Source: an optimization exercise on an open RTL-to-GDS flow (aim: small area, a short achievable clock period and few clock cycles per item). Production flows keep margins and buffers that such runs may drop. The RTL was checked by simulation tests, not by an equivalence proof against the original design. Power and IR drop assume default switching activity.

<file path="flow/config.mk">
export PLATFORM = sky130hd
export DESIGN_NAME = safe_stop_release_supervisor_top
export DESIGN_NICKNAME = safe_stop_release_supervisor_top
export VERILOG_FILES = /design/flow/design.v
export SDC_FILE = /design/flow/constraint.sdc
export NUM_CORES = 4
export LEC_CHECK = 0
export CAP_MARGIN = 20
export CORE_MARGIN = 2
export CORE_UTILIZATION = 40
export SLEW_MARGIN = 20
</file>
<file path="flow/constraint.sdc">
create_clock -name core_clock -period 8.0 [get_ports {clk}]
set_input_delay 1.6000 -clock core_clock [delete_from_list [all_inputs] [get_ports {clk}]]
set_output_delay 1.6000 -clock core_clock [all_outputs]
set_load 0.01 [all_outputs]
</file>
<file path="flow/design.v">
package ssrs_pkg;
    localparam int POS_W      = 20;
    localparam int SPEED_W    = 17;
    localparam int STOP_W     = 16;
    localparam int CONFIRM_W  = 8;
    localparam int SEQ_W      = 32;
    localparam int STREAK_O_W = 16;
    localparam int REM_W      = POS_W + 1;
    localparam int IN_DATA_W  = 120;
    localparam int OUT_DATA_W = 48;
    localparam int CFG_IDX_W  = 8;
    localparam int PIPE_W     = 5 + REM_W + POS_W + REM_W + 2 * STREAK_O_W;
    localparam logic [1:0] KIND_EVAL     = 2'd0;
    localparam logic [1:0] KIND_ACTIVATE = 2'd1;
    localparam logic [1:0] KIND_RESET    = 2'd2;
    localparam logic [1:0] CAUSE_NONE          = 2'd0;
    localparam logic [1:0] CAUSE_PASSED        = 2'd1;
    localparam logic [1:0] CAUSE_AVOIDANCE     = 2'd2;
    localparam logic [1:0] CAUSE_STOPPED_CLEAR = 2'd3;
    localparam logic [CFG_IDX_W-1:0] REG_TRACK_LEN    = 8'd0;
    localparam logic [CFG_IDX_W-1:0] REG_PASS_MARGIN  = 8'd1;
    localparam logic [CFG_IDX_W-1:0] REG_STOPPED_SPD  = 8'd2;
    localparam logic [CFG_IDX_W-1:0] REG_CONFIRM      = 8'd3;
    typedef struct packed {
        logic [6:0]              pad;
        logic [POS_W-1:0]        danger_end_mm;
        logic [POS_W-1:0]        activation_position_mm;
        logic [SEQ_W-1:0]        frame_sequence;
        logic                    corridor_clear;
        logic                    obstacles_empty;
        logic                    can_select_avoidance;
        logic                    avoidance_valid;
        logic signed [SPEED_W-1:0] ego_speed_mm_s;
        logic [POS_W-1:0]        ego_position_mm;
    } in_data_t;
    typedef struct packed {
        logic [5:0]              pad;
        logic [STREAK_O_W-1:0]   clear_streak_out;
        logic [STREAK_O_W-1:0]   avoid_streak_out;
        logic                    handoff_allowed;
        logic [1:0]              release_cause;
        logic                    release_ok;
        logic                    cond_c;
        logic                    cond_b;
        logic                    cond_a;
        logic                    vehicle_stopped;
        logic                    obstacle_passed;
        logic                    is_active;
    } out_data_t;
    typedef struct packed {
        logic [POS_W-1:0]     track_len;
        logic [POS_W-1:0]     pass_margin;
        logic [STOP_W-1:0]    stop_speed;
        logic [CONFIRM_W-1:0] confirm;
    } cfg_t;
    typedef struct packed {
        logic                  active;
        logic                  stopped;
        logic                  cond_b;
        logic                  cond_c;
        logic                  neg;
        logic [REM_W-1:0]      rem;
        logic [POS_W-1:0]      dividend;
        logic [REM_W-1:0]      pass_need;
        logic [STREAK_O_W-1:0] avoid_out;
        logic [STREAK_O_W-1:0] clear_out;
    } pipe_t;
endpackage
module ssrs_state #(
    parameter int PW          = 20,
    parameter int STREAK_BITS = 16
) (
    input  logic             clk,
    input  logic             rst_n,
    input  logic             advance,
    input  logic             in_valid,
    input  logic [1:0]       in_kind,
    input  ssrs_pkg::in_data_t in_data,
    input  ssrs_pkg::cfg_t   cfg,
    output logic             out_valid,
    output ssrs_pkg::pipe_t  out_pipe
);
    localparam int SW = STREAK_BITS;
    localparam int CW = (SW > ssrs_pkg::CONFIRM_W) ? SW : ssrs_pkg::CONFIRM_W;
    localparam logic [SW-1:0] STREAK_MAX = {SW{1'b1}};
    logic              latched_reg, latched_next;
    logic [PW-1:0]     start_reg, start_next;
    logic [PW-1:0]     danger_reg, danger_next;
    logic [SW-1:0]     avoid_reg, avoid_next;
    logic [SW-1:0]     clear_reg, clear_next;
    logic [ssrs_pkg::SEQ_W-1:0]  last_frame_reg, last_frame_next;
    logic              valid_reg;
    ssrs_pkg::pipe_t             pipe_reg;
    ssrs_pkg::pipe_t             pipe_next;
    logic [PW-1:0]        pos;
    logic signed [PW:0]   diff;
    logic [PW-1:0]        dist_mag;
    logic [ssrs_pkg::SPEED_W-1:0]   speed_mag;
    logic                 stopped;
    logic [ssrs_pkg::CONFIRM_W-1:0] need;
    always_comb
    begin
        pos       = in_data.ego_position_mm[PW-1:0];
        diff      = $signed({1'b0, pos}) - $signed({1'b0, start_reg});
        dist_mag  = diff[PW] ? PW'(-diff) : diff[PW-1:0];
        speed_mag = in_data.ego_speed_mm_s[ssrs_pkg::SPEED_W-1] ?
                    ssrs_pkg::SPEED_W'(-in_data.ego_speed_mm_s) : ssrs_pkg::SPEED_W'(in_data.ego_speed_mm_s);
        stopped   = speed_mag <= {1'b0, cfg.stop_speed};
        need      = (cfg.confirm == '0) ? ssrs_pkg::CONFIRM_W'(1) : cfg.confirm;
    end
    always_comb
    begin
        latched_next    = latched_reg;
        start_next      = start_reg;
        danger_next     = danger_reg;
        avoid_next      = avoid_reg;
        clear_next      = clear_reg;
        last_frame_next = last_frame_reg;
        case (in_kind)
            ssrs_pkg::KIND_ACTIVATE:
            begin
                latched_next    = 1'b1;
                start_next      = in_data.activation_position_mm[PW-1:0];
                danger_next     = in_data.danger_end_mm[PW-1:0];
                avoid_next      = '0;
                clear_next      = '0;
                last_frame_next = '0;
            end
            ssrs_pkg::KIND_RESET:
            begin
                latched_next    = 1'b0;
                start_next      = '0;
                danger_next     = '0;
                avoid_next      = '0;
                clear_next      = '0;
                last_frame_next = '0;
            end
            ssrs_pkg::KIND_EVAL:
            begin
                if (latched_reg)
                begin
                    if (in_data.avoidance_valid)
                        avoid_next = (avoid_reg == STREAK_MAX) ? avoid_reg : avoid_reg + 1'b1;
                    else
                        avoid_next = '0;
                    if (stopped && !in_data.obstacles_empty && in_data.corridor_clear)
                    begin
                        if (in_data.frame_sequence != last_frame_reg)
                        begin
                            clear_next = (clear_reg == STREAK_MAX) ? clear_reg
                                                                   : clear_reg + 1'b1;
                            last_frame_next = in_data.frame_sequence;
                        end
                    end
                    else
                    begin
                        clear_next      = '0;
                        last_frame_next = '0;
                    end
                end
            end
            default:
            begin
            end
        endcase
    end
    always_comb
    begin
        pipe_next.active    = latched_reg;
        pipe_next.stopped   = stopped;
        pipe_next.cond_b    = (CW'(avoid_next) >= CW'(need)) && in_data.can_select_avoidance;
        pipe_next.cond_c    = CW'(clear_next) >= CW'(need);
        pipe_next.neg       = diff[PW];
        pipe_next.rem       = '0;
        pipe_next.dividend  = ssrs_pkg::POS_W'(dist_mag);
        pipe_next.pass_need = ssrs_pkg::REM_W'(danger_reg) + ssrs_pkg::REM_W'(cfg.pass_margin);
        pipe_next.avoid_out = ssrs_pkg::STREAK_O_W'(avoid_next);
        pipe_next.clear_out = ssrs_pkg::STREAK_O_W'(clear_next);
    end
    always_ff @(posedge clk or negedge rst_n)
    begin
        if (!rst_n)
        begin
            latched_reg    <= 1'b0;
            start_reg      <= '0;
            danger_reg     <= '0;
            avoid_reg      <= '0;
            clear_reg      <= '0;
            last_frame_reg <= '0;
            valid_reg      <= 1'b0;
        end
        else if (advance)
        begin
            valid_reg <= in_valid && (in_kind == ssrs_pkg::KIND_EVAL);
            if (in_valid)
            begin
                latched_reg    <= latched_next;
                start_reg      <= start_next;
                danger_reg     <= danger_next;
                avoid_reg      <= avoid_next;
                clear_reg      <= clear_next;
                last_frame_reg <= last_frame_next;
            end
        end
    end
    always_ff @(posedge clk)
    begin
        if (advance)
            pipe_reg <= pipe_next;
    end
    assign out_valid = valid_reg;
    assign out_pipe  = pipe_reg;
endmodule
module ssrs_mod_step #(
    parameter int PW   = 20,
    parameter int STEP = 0
) (
    input  logic            clk,
    input  logic            rst_n,
    input  logic            advance,
    input  logic [ssrs_pkg::POS_W-1:0] track_len,
    input  logic            in_valid,
    input  ssrs_pkg::pipe_t in_pipe,
    output logic            out_valid,
    output ssrs_pkg::pipe_t out_pipe
);
    localparam int BIT = PW - 1 - STEP;
    logic [ssrs_pkg::REM_W-1:0] trial;
    logic             valid_reg;
    ssrs_pkg::pipe_t            pipe_reg;
    ssrs_pkg::pipe_t            pipe_next;
    always_comb
    begin
        trial     = {in_pipe.rem[ssrs_pkg::REM_W-2:0], in_pipe.dividend[BIT]};
        pipe_next = in_pipe;
        if (trial >= {1'b0, track_len})
            pipe_next.rem = trial - {1'b0, track_len};
        else
            pipe_next.rem = trial;
    end
    always_ff @(posedge clk or negedge rst_n)
    begin
        if (!rst_n)
            valid_reg <= 1'b0;
        else if (advance)
            valid_reg <= in_valid;
    end
    always_ff @(posedge clk)
    begin
        if (advance)
            pipe_reg <= pipe_next;
    end
    assign out_valid = valid_reg;
    assign out_pipe  = pipe_reg;
endmodule
module ssrs_decide (
    input  logic            clk,
    input  logic            rst_n,
    input  logic            advance,
    input  logic [ssrs_pkg::POS_W-1:0] track_len,
    input  logic            in_valid,
    input  ssrs_pkg::pipe_t in_pipe,
    output logic            out_valid,
    output ssrs_pkg::out_data_t out_data
);
    logic             fix_valid_reg;
    ssrs_pkg::pipe_t            fix_reg;
    ssrs_pkg::pipe_t            fix_next;
    logic             out_valid_reg;
    ssrs_pkg::out_data_t        out_reg;
    ssrs_pkg::out_data_t        out_next;
    logic             passed;
    always_comb
    begin
        fix_next = in_pipe;
        if (in_pipe.neg && (in_pipe.rem != '0))
            fix_next.rem = ssrs_pkg::REM_W'(track_len) - in_pipe.rem;
        else
            fix_next.rem = in_pipe.rem;
    end
    always_comb
    begin
        passed = (track_len != '0) &&
                 ({fix_reg.rem[ssrs_pkg::REM_W-2:0], 1'b0} < {1'b0, track_len}) &&
                 (fix_reg.rem >= fix_reg.pass_need);
        out_next = '0;
        if (!fix_reg.active)
        begin
            out_next.handoff_allowed = 1'b1;
        end
        else
        begin
            out_next.is_active        = 1'b1;
            out_next.obstacle_passed  = passed;
            out_next.vehicle_stopped  = fix_reg.stopped;
            out_next.cond_a           = passed;
            out_next.cond_b           = fix_reg.cond_b;
            out_next.cond_c           = fix_reg.cond_c;
            out_next.avoid_streak_out = fix_reg.avoid_out;
            out_next.clear_streak_out = fix_reg.clear_out;
            if (passed)
            begin
                out_next.release_cause   = ssrs_pkg::CAUSE_PASSED;
                out_next.handoff_allowed = 1'b1;
            end
            else if (fix_reg.cond_b)
            begin
                out_next.release_cause = ssrs_pkg::CAUSE_AVOIDANCE;
            end
            else if (fix_reg.cond_c)
            begin
                out_next.release_cause   = ssrs_pkg::CAUSE_STOPPED_CLEAR;
                out_next.handoff_allowed = 1'b1;
            end
            out_next.release_ok = out_next.release_cause != ssrs_pkg::CAUSE_NONE;
        end
    end
    always_ff @(posedge clk or negedge rst_n)
    begin
        if (!rst_n)
        begin
            fix_valid_reg <= 1'b0;
            out_valid_reg <= 1'b0;
        end
        else if (advance)
        begin
            fix_valid_reg <= in_valid;
            out_valid_reg <= fix_valid_reg;
        end
    end
    always_ff @(posedge clk)
    begin
        if (advance)
        begin
            fix_reg <= fix_next;
            out_reg <= out_next;
        end
    end
    assign out_valid = out_valid_reg;
    assign out_data  = out_reg;
endmodule
module safe_stop_release_supervisor_top #(
    parameter int POS_BITS    = 20,
    parameter int STREAK_BITS = 16
) (
    input  logic                                clk,
    input  logic                                rst_n,
    input  logic [1:0]                          s_tuser,
    input  logic [ssrs_pkg::IN_DATA_W-1:0]      s_tdata,
    input  logic                                s_tvalid,
    output logic                                s_tready,
    output logic [ssrs_pkg::OUT_DATA_W-1:0]     m_tdata,
    output logic                                m_tvalid,
    input  logic                                m_tready,
    input  logic                                cfg_valid,
    output logic                                cfg_ready,
    input  logic [ssrs_pkg::CFG_IDX_W-1:0]      cfg_index,
    input  logic [ssrs_pkg::POS_W-1:0]          cfg_data
);
    localparam int PW = (POS_BITS < ssrs_pkg::POS_W) ? POS_BITS : ssrs_pkg::POS_W;
    logic       advance;
    logic       in_valid_reg;
    logic [1:0] in_kind_reg;
    ssrs_pkg::in_data_t   in_data_reg;
    ssrs_pkg::cfg_t       cfg_reg;
    logic       res_valid;
    ssrs_pkg::out_data_t  res_data;
    logic [PW:0] stg_valid;
    logic [PW:0][ssrs_pkg::PIPE_W-1:0] stg_pipe;
    assign advance   = !res_valid || m_tready;
    assign s_tready  = advance;
    assign cfg_ready = 1'b1;
    always_ff @(posedge clk or negedge rst_n)
    begin
        if (!rst_n)
        begin
            cfg_reg.track_len   <= '0;
            cfg_reg.pass_margin <= '0;
            cfg_reg.stop_speed  <= '0;
            cfg_reg.confirm     <= ssrs_pkg::CONFIRM_W'(1);
        end
        else if (cfg_valid)
        begin
            case (cfg_index)
                ssrs_pkg::REG_TRACK_LEN:   cfg_reg.track_len   <= cfg_data;
                ssrs_pkg::REG_PASS_MARGIN: cfg_reg.pass_margin <= cfg_data;
                ssrs_pkg::REG_STOPPED_SPD: cfg_reg.stop_speed  <= cfg_data[ssrs_pkg::STOP_W-1:0];
                ssrs_pkg::REG_CONFIRM:     cfg_reg.confirm     <= cfg_data[ssrs_pkg::CONFIRM_W-1:0];
                default:
                begin
                end
            endcase
        end
    end
    always_ff @(posedge clk or negedge rst_n)
    begin
        if (!rst_n)
            in_valid_reg <= 1'b0;
        else if (advance)
            in_valid_reg <= s_tvalid;
    end
    always_ff @(posedge clk)
    begin
        if (advance)
        begin
            in_kind_reg <= s_tuser;
            in_data_reg <= s_tdata;
        end
    end
    ssrs_state #(
        .PW          (PW),
        .STREAK_BITS (STREAK_BITS)
    ) u_state (
        .clk       (clk),
        .rst_n     (rst_n),
        .advance   (advance),
        .in_valid  (in_valid_reg),
        .in_kind   (in_kind_reg),
        .in_data   (in_data_reg),
        .cfg       (cfg_reg),
        .out_valid (stg_valid[0]),
        .out_pipe  (stg_pipe[0])
    );
    for (genvar i = 0; i < PW; i++)
    begin : g_mod
        ssrs_mod_step #(
            .PW   (PW),
            .STEP (i)
        ) u_step (
            .clk       (clk),
            .rst_n     (rst_n),
            .advance   (advance),
            .track_len (cfg_reg.track_len),
            .in_valid  (stg_valid[i]),
            .in_pipe   (stg_pipe[i]),
            .out_valid (stg_valid[i+1]),
            .out_pipe  (stg_pipe[i+1])
        );
    end
    ssrs_decide u_decide (
        .clk       (clk),
        .rst_n     (rst_n),
        .advance   (advance),
        .track_len (cfg_reg.track_len),
        .in_valid  (stg_valid[PW]),
        .in_pipe   (stg_pipe[PW]),
        .out_valid (res_valid),
        .out_data  (res_data)
    );
    assign m_tvalid = res_valid;
    assign m_tdata  = res_data;
endmodule
</file>
<file path="flow/run.sh">
#!/bin/bash
# synth_recipe.tcl (not shown) runs the flow's synth.tcl, then flattens the netlist and writes it again
# the make line also repeats each setting of config.mk as NAME=value (left out here)
make -C /OpenROAD-flow-scripts/flow DESIGN_CONFIG=/design/flow/config.mk WORK_HOME=/design/flow/orfs CLKGATE_MAP_FILE= SYNTH_SCRIPT=/design/flow/synth_recipe.tcl finish
</file>
==> results.txt <==
Outcome
The flow ran to the end and the layout has no timing, DRC or antenna violations.

CTS
The number of hold buffers added after CTS is 0. In this run the clock root is driven by a sky130_fd_sc_hd__clkbuf_16. The latest clock arrival within the worst-skew pair is 920 ps.

The tree built by TritonCTS fans out to 2256 sinks. The clock tree synthesis step divided the H-tree into 4 levels. Clock-pin slew was measured on the worst setup and hold paths at 60 ps. The total of cells resized after clock tree synthesis is 0. TritonCTS built the clock tree.

The number of clock buffers inserted by TritonCTS is 233. The maximum clock insertion buffer count is 3. Post-CTS timing repair inserted 0 buffers for setup.

Worst setup path
The critical path is of the flop to flop type. The worst reg-to-reg setup slack is 1230 ps. The critical path endpoint category is a flop. The number of cells on the worst reg-to-reg path is 26. The origin of the critical flop-to-flop path is in_data_reg[23]. The origin of the worst setup path is in_data_reg[23]. The endpoint required time on the critical path is 8570 ps. The destination of the critical timing path is u_state.pipe_reg[95]. The arrival time at the worst endpoint is 7340 ps. The endpoint identified for the worst register-to-register timing path is u_state.pipe_reg[95]. The worst setup path is launched from a flop.

The worst-path maximum fanout is 21.

Finish
After filler insertion, the fill cell instance count of the layout stands at 21.48k. Measured on the finished design, the core utilization comes to 0.4608. The relative area change from synthesis to final layout is 14.48%.

In the final design database the tool counted 8060 nets. The finished cells cover 0.1134 mm^2. The share of final-layout standard cells stronger than drive strength 1 is 0.1028.

The flip-flop count of the largest register, all copies and words added is 1751.

Global route
The first global-routing pass estimated 310.2 mm of wire. The via count of the first global-routing pass is 54.75k. The global route total overflow is 0. In the global route stage, overall resource usage came out at 0.1572. The number of antenna violations at the first check in global routing is 9.

The maximum number of pins on one net before global-route repair is 241.

STA
The final-report max-slew violation count was 0. For the final database, setup skew stands at 98.94 ps. For this run, the top clock speed supported by timing is 147.8 MHz. Setup repair after global routing left no endpoint under its margin. In the finished design, the share of the clock period the worst path needs comes to 0.8458. The routed design could run at a clock period as short as 6766 ps. Measured against its own limit, the worst slew margin works out to 0.2429. The measured slew at the worst slew-check pin is 1136 ps. Setup violations remaining at the end of the flow were counted as 0. The hold violation count in the final report is 0.

Logic synthesis
The count of different cell masters after synthesis is 88. The xor and xnor fraction of the mapped netlist area is 0.03199. In this run, synthesis inferred 2063 flip-flops with an integrated enable. The synthesized-area fraction occupied by adder cells is 0.07023. The synthesized instance count is 7000. The portion of netlist area occupied by mux cells is 0.03289. The area share of the largest cell type after synthesis is 0.6251. The library cell with the largest summed area after synthesis is sky130_fd_sc_hd__edfxtp_1. The compound-cell area share of the yosys netlist was 0.09260.

Of all flip-flops after synthesis, the portion carrying an async set or reset was 0.08555. After synthesis, the most frequently instantiated cells are 2063 x sky130_fd_sc_hd__edfxtp_1, 521 x sky130_fd_sc_hd__ha_1, 447 x sky130_fd_sc_hd__nand2_1. By area the synthesized netlist is led by sky130_fd_sc_hd__edfxtp_1 63%, sky130_fd_sc_hd__ha_1 6.6%, sky130_fd_sc_hd__dfrtp_1 4.8%. After synthesis, the mean cell area works out to 14.16 um^2.

The post-synthesis sequential element count is 2256. The post-synthesis sequential area ratio is 0.6739. After synthesis the cells add up to 0.09910 mm^2. The most frequently used flop master after synthesis is sky130_fd_sc_hd__edfxtp_1. The area fraction in and, or, nand and nor cells after synthesis is 0.08194.

For this run, the number of Yosys warnings is 23. The most instantiated library cell after synthesis is sky130_fd_sc_hd__edfxtp_1. The combinational family with the most area after synthesis is compound AO/OA/AOI/OAI gates.

Worst hold path
In this run the worst hold path is classified as flop to flop.

Die
For this configuration, the core starts out at a cell density of 0.4026. The number of I/O pins is 206. Row generation in the floorplan step produced 182 rows. The overall die width is 501.7 um. The core region is 0.2462 mm^2. In this run the vertical extent of the chip is 501.7 um. The area enclosed by the die boundary is 0.2517 mm^2.

Flow run
The max-capacitance violation count is 0.

Placed design
The HPWL after detailed placement is 135.7 mm. The congestion estimate from routability-driven global placement came to 0.8804. The total of buffers placed on input and output ports is 191. The placement-stage cell area is 0.1053 mm^2.

Routing
The number of nets with antenna violations after detailed routing is 0. The starting DRC count in detailed routing is 3927. The via density per instance is 5.150. In the routed design, unresolved DRC markers number 0.

Before antenna repair, the detailed router went through 5 iterations. Dividing the detail-routed wire length by the instance count gives 18.42 um. The final layout contains routed wiring with a total length of 200.4 mm. Summing over every cut layer, the via total after detailed routing is 56.03k.

Pwr
For this design the ratio of total power to cell area is 403.0 mW/mm^2. For this design the static power due to leakage is 0.04502 uW. The peak supply drop is 0.2251 mV.
layout make-up:
| cell class | instances | area [um^2] | area share |
|---|---|---|---|
| antenna | 1 | 2.502 | 0.00002206 |
| inverter | 272 | 1047 | 0.009232 |
| tap | 3312 | 4144 | 0.03653 |
| clock buffer | 276 | 6002 | 0.05291 |
| timing repair buffer | 266 | 2635 | 0.02323 |
| sequential | 2256 | 66780 | 0.5887 |
| clock inverter | 164 | 2044 | 0.01802 |
| multi-input combinational | 4333 | 30790 | 0.2714 |
critical path, cell delays in order, from the launching register on:
cell and delay, ps:
sky130_fd_sc_hd__edfxtp_1 450, sky130_fd_sc_hd__or4_4 580, sky130_fd_sc_hd__or3_4 380, sky130_fd_sc_hd__o31ai_1 380, sky130_fd_sc_hd__nand2_1 110, sky130_fd_sc_hd__xor2_1 160, sky130_fd_sc_hd__ha_1 290, sky130_fd_sc_hd__and3_1 200
sky130_fd_sc_hd__a221o_1 350, sky130_fd_sc_hd__a31oi_1 270, sky130_fd_sc_hd__o211ai_1 200, sky130_fd_sc_hd__a21oi_2 230, sky130_fd_sc_hd__a21oi_2 40, sky130_fd_sc_hd__buf_4 230, sky130_fd_sc_hd__nor2_1 140, sky130_fd_sc_hd__o21ai_0 110
sky130_fd_sc_hd__o21a_1 130, sky130_fd_sc_hd__ha_1 260, sky130_fd_sc_hd__nand2b_1 150, sky130_fd_sc_hd__a21o_1 180, sky130_fd_sc_hd__a21o_1 170, sky130_fd_sc_hd__a21oi_1 170, sky130_fd_sc_hd__nor2b_1 60, sky130_fd_sc_hd__o21ai_0 150
sky130_fd_sc_hd__a21oi_1 100, sky130_fd_sc_hd__or4_1 460, sky130_fd_sc_hd__or4_1 470
where the power goes:
group          leakage [uW]  switching [uW]  total, uW  internal [uW]
registers            0.0247            2100      22500          20400
logic                0.0165            7050      12100           5040
clock network       0.00386            4600      11100           6500
layout by cell type (no fill, tap or decap), drive strengths merged, types with 15 or more instances in the layout:
| master | count |
|---|---|
| mux2i | 41 |
| clkdlybuf4s50 | 190 |
| xor2 | 149 |
| nand3 | 114 |
| nand2 | 447 |
| o21ai | 417 |
| inv | 275 |
| buf | 75 |
| or2 | 27 |
| or4 | 17 |
| dfrtp | 192 |
| ha | 521 |
| a21o | 148 |
| o31ai | 34 |
| a211oi | 57 |
| clkinvlp | 19 |
| mux2 | 253 |
| a21oi | 365 |
| a21boi | 37 |
| fa | 22 |
| o21a | 103 |
| and3 | 37 |
| a31oi | 57 |
| xnor2 | 213 |
| o41ai | 15 |
| clkinv | 108 |
| or3 | 68 |
| nor3 | 93 |
| nor2 | 437 |
| clkbuf | 277 |
| bufinv | 34 |
| nor4 | 45 |
| nand2b | 102 |
| and2 | 75 |
| edfxtp | 2063 |
| nand4 | 69 |
| nor2b | 87 |
| o211ai | 50 |
| o21bai | 27 |
worst min path at each step:
stage | start | to | slack, ps | cells past startpoint
final | g_mod[3].u_step.pipe_reg[8] | g_mod[4].u_step.pipe_reg[8] | 360 | 0
after global routing | g_mod[3].u_step.pipe_reg[8] | g_mod[4].u_step.pipe_reg[8] | 360 | 0
after CTS | g_mod[4].u_step.pipe_reg[12] | g_mod[5].u_step.pipe_reg[12] | 350 | 0
after detailed placement | u_state.pipe_reg[11] | g_mod[0].u_step.pipe_reg[11] | 400 | 0
after global placement | g_mod[10].u_step.pipe_reg[38] | g_mod[11].u_step.pipe_reg[38] | 400 | 0
after floorplan | u_state.pipe_reg[0] | g_mod[0].u_step.pipe_reg[0] | 400 | 0
layer usage:
| metal | up-vias | global-route usage | wire, um |
|---|---|---|---|
| met3 | 290 | 0.02368 | 8409 |
| met4 | 4 | 0.04702 | 5057 |
| li1 | 27253 | - | - |
| met1 | 27240 | 0.2167 | 91880 |
| met2 | 1247 | 0.2569 | 95010 |
| met5 | - | 0 | 25 |
per-stage QoR:
stage                     setup WS (ps)  TNS (ps)  instances  hold slack (ps)  total power (uW)
after floorplan                  -336.2    -336.2       7005            400.3             31260
after global placement             1220         0      10436            400.3             34430
after detailed placement           1300         0      10437            404.5             34870
after CTS                          1184         0      10877            350.1             46250
after global routing              871.7         0      10880            363.5             48600
final                              1234         0      10880            362.1             45720
kinds of logic after synthesis:
group,count (synthesis)
buffers and inverters,416
flip-flops,2256
multiplexers,294
other,2
AND/OR/NAND/NOR,1668
AO/OA/AOI/OAI,1459
adder cells (fa/ha/maj),543
XOR/XNOR,362
Testbench counts, summed over its fixed seeds: cycles 24,192, items 23,331.

-- separate check: timing with driven ports --
How much do the figures lean on ideal ports? The routed layout below was timed once more, with nothing changed but the port constraints.
Step 1: set_driving_cell puts a clkbuf_16 on clk and a buf_2 on each other input, an assumption about the parent block.
Step 2, shift: input delay + t, output delay - t, t = (earliest + latest rising clock arrival at the registers) / 2. This alone moves slack from input paths to output paths.
Slacks: ideal ports / drivers / drivers and shift; pairs: ideal ports / drivers.
shift t [ns]: 0.950
setup WS [ns]: 1.234 / 1.234 / 1.234
slew at the worst register clock pin (ns): 0.07 / 0.07
After both steps this run still meets setup and hold. The setup slack of this run moves by 0.000 ns with the drivers and by 0.000 ns with both steps.
